This design comes from an exercise in tuning for a short achievable clock period and few clock cycles per item on the open sky130 flow, not from production work.
Function was checked by simulation only, so behaviour that the tests miss may differ from the original.

<file path="flow/config.mk">
export PLATFORM = sky130hd
export DESIGN_NAME = sp_multicycle
export DESIGN_NICKNAME = sp_multicycle
export VERILOG_FILES = /design/flow/design.v
export SDC_FILE = /design/flow/constraint.sdc
export NUM_CORES = 4
export LEC_CHECK = 0
export CAP_MARGIN = 20
export CORE_MARGIN = 2
export CORE_UTILIZATION = 40
export SLEW_MARGIN = 20
</file>
<file path="flow/constraint.sdc">
create_clock -name core_clock -period 12.0 [get_ports {clk}]
set_input_delay 2.4000 -clock core_clock [delete_from_list [all_inputs] [get_ports {clk}]]
set_output_delay 2.4000 -clock core_clock [all_outputs]
set_load 0.01 [all_outputs]
</file>
<file path="flow/design.v">
package sp_pkg;
   localparam logic [5:0] OP_R    = 6'd0;
   localparam logic [5:0] OP_ANDI = 6'd1;
   localparam logic [5:0] OP_ORI  = 6'd2;
   localparam logic [5:0] OP_ADDI = 6'd3;
   localparam logic [5:0] OP_SUBI = 6'd4;
   localparam logic [5:0] OP_LW   = 6'd5;
   localparam logic [5:0] OP_SW   = 6'd6;
   localparam logic [5:0] OP_BEQ  = 6'd7;
   localparam logic [5:0] OP_BNE  = 6'd8;
   localparam logic [5:0] OP_LUI  = 6'd9;
   localparam logic [5:0] OP_J    = 6'd10;
   localparam logic [5:0] OP_JAL  = 6'd11;
   localparam logic [5:0] FN_AND = 6'd0;
   localparam logic [5:0] FN_OR  = 6'd1;
   localparam logic [5:0] FN_ADD = 6'd2;
   localparam logic [5:0] FN_SUB = 6'd3;
   localparam logic [5:0] FN_SLT = 6'd4;
   localparam logic [5:0] FN_SLL = 6'd5;
   localparam logic [5:0] FN_NOR = 6'd6;
   localparam logic [5:0] FN_JR  = 6'd7;
   typedef enum logic [1:0] {
      IDLE = 2'd0,
      EXEC = 2'd1,
      MEM  = 2'd2,
      DONE = 2'd3
   } state_t;
   typedef enum logic [2:0] {
      ALU_AND   = 3'd0,
      ALU_OR    = 3'd1,
      ALU_ADD   = 3'd2,
      ALU_SUB   = 3'd3,
      ALU_SLT   = 3'd4,
      ALU_SLL   = 3'd5,
      ALU_NOR   = 3'd6,
      ALU_PASSB = 3'd7
   } alu_op_t;
   typedef struct packed {
      logic [5:0]  opcode;
      logic [4:0]  rs;
      logic [4:0]  rt;
      logic [4:0]  rd;
      logic [4:0]  shamt;
      logic [5:0]  func;
      logic [15:0] imm;
      logic [25:0] addr;
   } dec_t;
   function automatic dec_t decode(input logic [31:0] word);
      decode = {word[31:26], word[25:21], word[20:16], word[15:11],
              word[10:6], word[5:0], word[15:0], word[25:0]};
   endfunction
endpackage
module sp_alu
#(
   parameter int DATA_W = 32
) (
   input  logic [DATA_W-1:0] a,
   input  logic [DATA_W-1:0] b,
   input  logic [4:0]        shamt,
   input  sp_pkg::alu_op_t   op,
   output logic [DATA_W-1:0] result,
   output logic              eq
);
   always_comb begin
      result = '0;
      case (op)
         sp_pkg::ALU_AND:   result = a & b;
         sp_pkg::ALU_OR:    result = a | b;
         sp_pkg::ALU_ADD:   result = a + b;
         sp_pkg::ALU_SUB:   result = a - b;
         sp_pkg::ALU_SLT:   result[0] = ($signed(a) < $signed(b));
         sp_pkg::ALU_SLL:   result = a << shamt;
         sp_pkg::ALU_NOR:   result = ~(a | b);
         sp_pkg::ALU_PASSB: result = b;
         default:   result = '0;
      endcase
   end
   assign eq = (a == b);
endmodule
module sp_multicycle
#(
   parameter int DATA_W      = 32,
   parameter int MEM_AW      = 12,
   parameter int MEM_TIMEOUT = 8,
   parameter int R0_ZERO     = 0
) (
   input  logic              clk,
   input  logic              rst_n,
   input  logic              in_valid,
   input  logic [31:0]       inst,
   output logic              out_valid,
   output logic [31:0]       inst_addr,
   output logic              err,
   output logic              mem_req,
   output logic              mem_we,
   output logic [MEM_AW-1:0] mem_addr,
   output logic [DATA_W-1:0] mem_wdata,
   input  logic [DATA_W-1:0] mem_rdata,
   input  logic              mem_ack
);
   localparam int CNT_W = $clog2(MEM_TIMEOUT + 1);
   localparam logic [CNT_W-1:0] CNT_LAST = CNT_W'(MEM_TIMEOUT - 1);
   localparam bit DISCARD_R0 = (R0_ZERO != 0);
   logic [DATA_W-1:0] r [0:31];
   sp_pkg::state_t            state;
   logic [31:0]       inst_q;
   logic [CNT_W-1:0]  wait_cnt;
   sp_pkg::dec_t              d;
   logic [DATA_W-1:0] rs_val;
   logic [DATA_W-1:0] rt_val;
   logic [DATA_W-1:0] zext;
   logic [DATA_W-1:0] sext;
   logic [DATA_W-1:0] lui_val;
   logic [31:0]       pc_plus4;
   logic [31:0]       br_target;
   logic [31:0]       jump_target;
   logic [DATA_W-1:0] alu_b;
   sp_pkg::alu_op_t           alu_op;
   logic [DATA_W-1:0] alu_res;
   logic              alu_eq;
   logic              wr_en;
   logic [4:0]        wr_idx;
   logic              link;
   logic [DATA_W-1:0] wr_data;
   logic              illegal;
   logic              is_mem;
   logic              is_store;
   logic              is_beq;
   logic              is_bne;
   logic              is_jump;
   logic              is_jr;
   logic [31:0]       next_pc;
   logic              ea_ok;
   logic              wr_allow;
   logic              ld_allow;
   assign d           = sp_pkg::decode(inst_q);
   assign rs_val      = r[d.rs];
   assign rt_val      = r[d.rt];
   assign zext        = DATA_W'(d.imm);
   assign sext        = DATA_W'($signed(d.imm));
   assign lui_val     = DATA_W'({d.imm, 16'h0000});
   assign pc_plus4    = inst_addr + 32'd4;
   assign br_target   = pc_plus4 + {{14{d.imm[15]}}, d.imm, 2'b00};
   assign jump_target = {inst_addr[31:28], d.addr, 2'b00};
   sp_alu #(
      .DATA_W(DATA_W)
   ) u_alu (
      .a      (rs_val),
      .b      (alu_b),
      .shamt  (d.shamt),
      .op     (alu_op),
      .result (alu_res),
      .eq     (alu_eq)
   );
   always_comb begin
      alu_b    = rt_val;
      alu_op   = sp_pkg::ALU_ADD;
      wr_en    = 1'b0;
      wr_idx   = d.rd;
      link     = 1'b0;
      illegal  = 1'b0;
      is_mem   = 1'b0;
      is_store = 1'b0;
      is_beq   = 1'b0;
      is_bne   = 1'b0;
      is_jump  = 1'b0;
      is_jr    = 1'b0;
      case (d.opcode)
         sp_pkg::OP_R: begin
            case (d.func)
               sp_pkg::FN_AND: begin alu_op = sp_pkg::ALU_AND; wr_en = 1'b1; end
               sp_pkg::FN_OR:  begin alu_op = sp_pkg::ALU_OR;  wr_en = 1'b1; end
               sp_pkg::FN_ADD: begin alu_op = sp_pkg::ALU_ADD; wr_en = 1'b1; end
               sp_pkg::FN_SUB: begin alu_op = sp_pkg::ALU_SUB; wr_en = 1'b1; end
               sp_pkg::FN_SLT: begin alu_op = sp_pkg::ALU_SLT; wr_en = 1'b1; end
               sp_pkg::FN_SLL: begin alu_op = sp_pkg::ALU_SLL; wr_en = 1'b1; end
               sp_pkg::FN_NOR: begin alu_op = sp_pkg::ALU_NOR; wr_en = 1'b1; end
               sp_pkg::FN_JR:  is_jr = 1'b1;
               default: illegal = 1'b1;
            endcase
         end
         sp_pkg::OP_ANDI: begin alu_b = zext; alu_op = sp_pkg::ALU_AND; wr_en = 1'b1; wr_idx = d.rt; end
         sp_pkg::OP_ORI:  begin alu_b = zext; alu_op = sp_pkg::ALU_OR;  wr_en = 1'b1; wr_idx = d.rt; end
         sp_pkg::OP_ADDI: begin alu_b = sext; alu_op = sp_pkg::ALU_ADD; wr_en = 1'b1; wr_idx = d.rt; end
         sp_pkg::OP_SUBI: begin alu_b = sext; alu_op = sp_pkg::ALU_SUB; wr_en = 1'b1; wr_idx = d.rt; end
         sp_pkg::OP_LW:   begin alu_b = sext; is_mem = 1'b1; end
         sp_pkg::OP_SW:   begin alu_b = sext; is_mem = 1'b1; is_store = 1'b1; end
         sp_pkg::OP_BEQ:  is_beq = 1'b1;
         sp_pkg::OP_BNE:  is_bne = 1'b1;
         sp_pkg::OP_LUI:  begin alu_b = lui_val; alu_op = sp_pkg::ALU_PASSB; wr_en = 1'b1; wr_idx = d.rt; end
         sp_pkg::OP_J:    is_jump = 1'b1;
         sp_pkg::OP_JAL:  begin is_jump = 1'b1; link = 1'b1; wr_en = 1'b1; wr_idx = 5'd31; end
         default: illegal = 1'b1;
      endcase
   end
   always_comb begin
      next_pc = pc_plus4;
      if (is_jr)
         next_pc = rs_val[31:0];
      else if (is_jump)
         next_pc = jump_target;
      else if ((is_beq && alu_eq) || (is_bne && !alu_eq))
         next_pc = br_target;
   end
   assign wr_data  = link ? DATA_W'(pc_plus4) : alu_res;
   assign ea_ok    = (alu_res[DATA_W-1:MEM_AW] == '0);
   assign wr_allow = !(DISCARD_R0 && (wr_idx == 5'd0));
   assign ld_allow = !(DISCARD_R0 && (d.rt == 5'd0));
   always_ff @(posedge clk or negedge rst_n) begin
      if (!rst_n) begin
         state     <= sp_pkg::IDLE;
         inst_q    <= '0;
         wait_cnt  <= '0;
         out_valid <= 1'b0;
         err       <= 1'b0;
         mem_req   <= 1'b0;
         mem_we    <= 1'b0;
         mem_addr  <= '0;
         mem_wdata <= '0;
         inst_addr <= '0;
         for (int i = 0; i < 32; i++) r[i] <= '0;
      end else begin
         case (state)
            sp_pkg::IDLE: begin
               out_valid <= 1'b0;
               err       <= 1'b0;
               if (in_valid) begin
                  inst_q <= inst;
                  state  <= sp_pkg::EXEC;
               end
            end
            sp_pkg::EXEC: begin
               if (is_mem && ea_ok) begin
                  mem_req   <= 1'b1;
                  mem_we    <= is_store;
                  mem_addr  <= alu_res[MEM_AW-1:0];
                  mem_wdata <= rt_val;
                  wait_cnt  <= '0;
                  state     <= sp_pkg::MEM;
               end else if (is_mem) begin
                  inst_addr <= pc_plus4;
                  err       <= 1'b1;
                  out_valid <= 1'b1;
                  state     <= sp_pkg::DONE;
               end else begin
                  if (wr_en && wr_allow) r[wr_idx] <= wr_data;
                  inst_addr <= illegal ? pc_plus4 : next_pc;
                  err       <= illegal;
                  out_valid <= 1'b1;
                  state     <= sp_pkg::DONE;
               end
            end
            sp_pkg::MEM: begin
               if (mem_ack) begin
                  if (!mem_we && ld_allow) r[d.rt] <= mem_rdata;
                  mem_req   <= 1'b0;
                  mem_we    <= 1'b0;
                  inst_addr <= pc_plus4;
                  err       <= 1'b0;
                  out_valid <= 1'b1;
                  state     <= sp_pkg::DONE;
               end else if (wait_cnt == CNT_LAST) begin
                  mem_req   <= 1'b0;
                  mem_we    <= 1'b0;
                  inst_addr <= pc_plus4;
                  err       <= 1'b1;
                  out_valid <= 1'b1;
                  state     <= sp_pkg::DONE;
               end else begin
                  wait_cnt <= wait_cnt + 1'b1;
               end
            end
            sp_pkg::DONE: begin
               out_valid <= 1'b0;
               err       <= 1'b0;
               state     <= sp_pkg::IDLE;
            end
            default: state <= sp_pkg::IDLE;
         endcase
      end
   end
endmodule
</file>
<file path="flow/run.sh">
#!/bin/bash
# synth_recipe.tcl (not shown) runs the flow's synth.tcl, then flattens the netlist and writes it again
# the make line also repeats each setting of config.mk as NAME=value (left out here)
make -C /OpenROAD-flow-scripts/flow DESIGN_CONFIG=/design/flow/config.mk WORK_HOME=/design/flow/orfs CLKGATE_MAP_FILE= SYNTH_SCRIPT=/design/flow/synth_recipe.tcl finish
</file>
==> run notes <==
per-layer routing:
layer  part of all wire [%]  global-route usage, %  vias to the layer above
li1                       -                      -                    28300
met1                     35                   53.5                    35400
met2                     40                   61.7                     6846
met3                     15                   20.1                     2215
met4                     10                   37.3                       48
met5                   0.19                   2.20                        -
area by class of cell:
class,count,area share [%]
antenna,37,0.119
sequential,1142,36.8
inverter,207,1.00
clock inverter,54,0.944
tap,2218,3.57
multi-input combinational,5571,47.6
timing repair buffer,451,5.03
clock buffer,186,4.91
through the flow:
step / cells / hold WS, ns / cell area [um2]
finish: 9866 / 0.492 / 77600
global route: 9837 / 0.517 / 77600
CTS: 9826 / 0.491 / 77500
detailed placement: 9586 / 0.478 / 72900
global placement: 9585 / 0.470 / 72900
floorplan: 7653 / 0.450 / 68300
worst min-delay path by stage:
stage,endpoint,slack [ns],cells after the start
6_report,r[2][22],0.49,2
5_1_grt,mem_wdata[28],0.52,1
4_1_cts,r[2][22],0.49,2
3_5_place_dp,r[2][22],0.48,2
3_3_place_gp,r[2][22],0.47,2
2_1_floorplan,r[2][22],0.45,2
cells in the mapped netlist, types with 29 or more instances:
library cell  count  area share, %
o22ai_1          45           0.41
dfrtp_1        1142             42
a211oi_1         55           0.60
a21o_1           32           0.35
nand3_1         340            2.5
a21oi_1         292            2.1
mux2i_1          91            1.3
a22oi_1         202            2.2
o32a_1           39           0.57
buf_2            46           0.34
a22o_1          151            1.9
nor2b_1          29           0.27
a2111oi_0       125            1.6
mux2_2          349            5.8
buf_1            33           0.18
a221o_1          43           0.63
ha_1            131            2.4
or3_1            29           0.27
clkbuf_1        646            3.5
nor3_1           82           0.60
inv_1           205            1.1
and3_1          420            3.8
nor2_1          314            1.7
a221oi_1        240            3.1
xnor2_1          42           0.54
nand2_1         959            5.3
nor4_1           41           0.38
o21ai_0         809            5.9
nand4_1         179            1.6
kinds of logic after synthesis:
| logic type | share of synthesized area, % |
|---|---|
| AND/OR/NAND/NOR | 18.5 |
| adder cells (fa/ha/maj) | 2.49 |
| flip-flops | 41.8 |
| XOR/XNOR | 0.782 |
| buffers and inverters | 5.30 |
| AO/OA/AOI/OAI | 23.2 |
| multiplexers | 7.92 |
state kept, by name, summed over array words and instances (netlist names):
register and count:
err 1, inst_addr 32, inst_q 32, mem_addr 12, mem_req 1, mem_wdata 32
mem_we 1, out_valid 1, r 1024, state 2, wait_cnt 4
critical path: cells and delay by family, from the launching register on:
| kind | cells | cell delay (ns) |
|---|---|---|
| flip-flops | 1 | 0.94 |
| adder cells (fa/ha/maj) | 1 | 0.36 |
| buffers and inverters | 4 | 1.67 |
| AND/OR/NAND/NOR | 9 | 2.95 |
| AO/OA/AOI/OAI | 9 | 3.67 |
| multiplexers | 1 | 0.35 |
placed cells by master (no fill, tap or decap), drive strengths merged, types with 131 or more instances in the layout:
cell,instances
a21oi,292
a221oi,240
a22o,151
a22oi,202
and3,420
buf,305
clkbuf,186
clkdlybuf4s50,146
dfrtp,1142
ha,131
inv,216
mux2,362
nand2,959
nand3,341
nand4,179
nor2,315
o21ai,813
==> run notes <==
area of the multi-input gates - 36,900 um2
Netlist cell types - 94
routed vias - 72,900
hold bufs inserted after CTS - 0
cells after synthesis - 7,653
top_reg_cell synth - dfrtp_1
Worst Slack Setup Final - 1.87 ns
minimum clock period - 10.13 ns
HPWL after detailed placement - 262,000 um
Critical-path top delay cell - nor2_1
first-pass GRT wire length - 551,000 um
unrepaired setup endpoints after global routing - no
worst min path class - reg2reg
first-pass detailed-route iteration total - 10
full die area - 174,000 um2
number of global-route vias before repair - 67,600
r2r startpoint - inst_q[25]
Slew @ Worst Pin - 1.40 ns
Skew-Pair Late Insertion Delay - 0.84 ns
DRC Markers - 0
layout cells sized above 1 - 14.1%
Post-CTS Setup Bufs - 0
Post-Synthesis Cell Area - 68,300 um2
largest net degree at the start of global routing - 174
Root Driver - clkbuf_16
Site Rows - 151
register area share after synthesis - 41.8%
Fill cells - 16,300
r2r endpoint - inst_addr[16]
Startpoint Class - register
# IOs - 148
Placement Setup Slack - 2.28 ns
setup_tns - 0 ns
DR WL/cell - 40.8 um
die span in x - 417 um
outcome - finished clean
Setup crit start - inst_q[25]
Avg Inst Size Synth - 8.93 um2
clk sinks - 1,142
Hold Path Origin - r[2][22]
FMAX - 98.7 MHz
Starting Density - 40.3%
normalized max-slew margin - 6.50%
ys async rst share - 100%
Tcrit/Tclk final - 84.4%
r2r worst-path depth - 24
initial antenna violation count - 47
CP peak stage delay - 1.00 ns
final core utilization - 45.8%
H-tree depth - 4
worst setup path endpoint - inst_addr[16]
final WL - 403,000 um
flop and latch count out of synthesis - 1,142
Critical Path Most Common Cell - buf_4
Core ar. - 169,000 um2
Detail Route Antenna Nets - 0
clk_skew - 0.0380 ns
number of gates resized after cts - 0
die height - 417 um
via/cell ratio - 7.39
P&R area growth vs syn - 13.6%
gp weighted congestion - 1.07
CTS tree - yes
Reg area - 28,600 um2
WS Path Type - reg2reg
CP required - 12.70 ns
port buffer count - 147
critical path arrival - 10.84 ns
worst path cell trace - buf_4 > nand3_2 > nor2_1 > buf_4 > a2111oi_0 > and4_1 > a21oi_1 > ha_1 > nand2_1 > o21ai_0 > nand2_1 > o31ai_1 > a211oi_1 > o22a_1 > a21o_1 > a32oi_1 > a31oi_1 > nor4_1 > nand4_1 > nor4_4 > buf_4 > nor2_2 > buf_4 > mux2_1
Critical Path Fanout Max - 42
reg-to-reg slack, setup - 1.87 ns
clock buffer depth - 3
final hold vios - 0
Max-Cap Viols - 0
All-Layer GR Usage - 45.0%
yosys warns - 3
final net count - 7,710
Final setup viols - 0
Synth Net Count - 7,855
EDFF count, synth - 0
Final Slew Violations - 0
cts bufs inserted - 135
Iteration-0 DRC Markers - 13,900
clk slew on worst S/H paths - 0.06 ns
Overflow after GRT - 0
Critical Path End Type - register
Testbench counts, summed over its fixed seeds: cycles 41,669, instrs 12,000.

[what the ideal ports hide]
The results above use ideal ports. As a check the final layout listed here was re-extracted and re-timed, cells and wires unchanged.
Step 1, drivers: a clkbuf_16 drives clk and a buf_2 each remaining input, both assumed.
Step 2 also shifts input and output timing later by t, the mid clock arrival at the registers, as if the neighbouring blocks saw the same clock.
Slacks: ideal / step 1 / step 2; pairs: ideal / step 1.
t (ns): 0.923
setup WS [ns]: 1.867 / 1.867 / 1.867
latest minus earliest clock arrival (ns): 0.038 / 0.038
pins driven straight from the clock port: 1
After both steps setup and hold are still met in this run. The setup slack of this run moves by 0.000 ns with the drivers and by 0.000 ns with both steps.
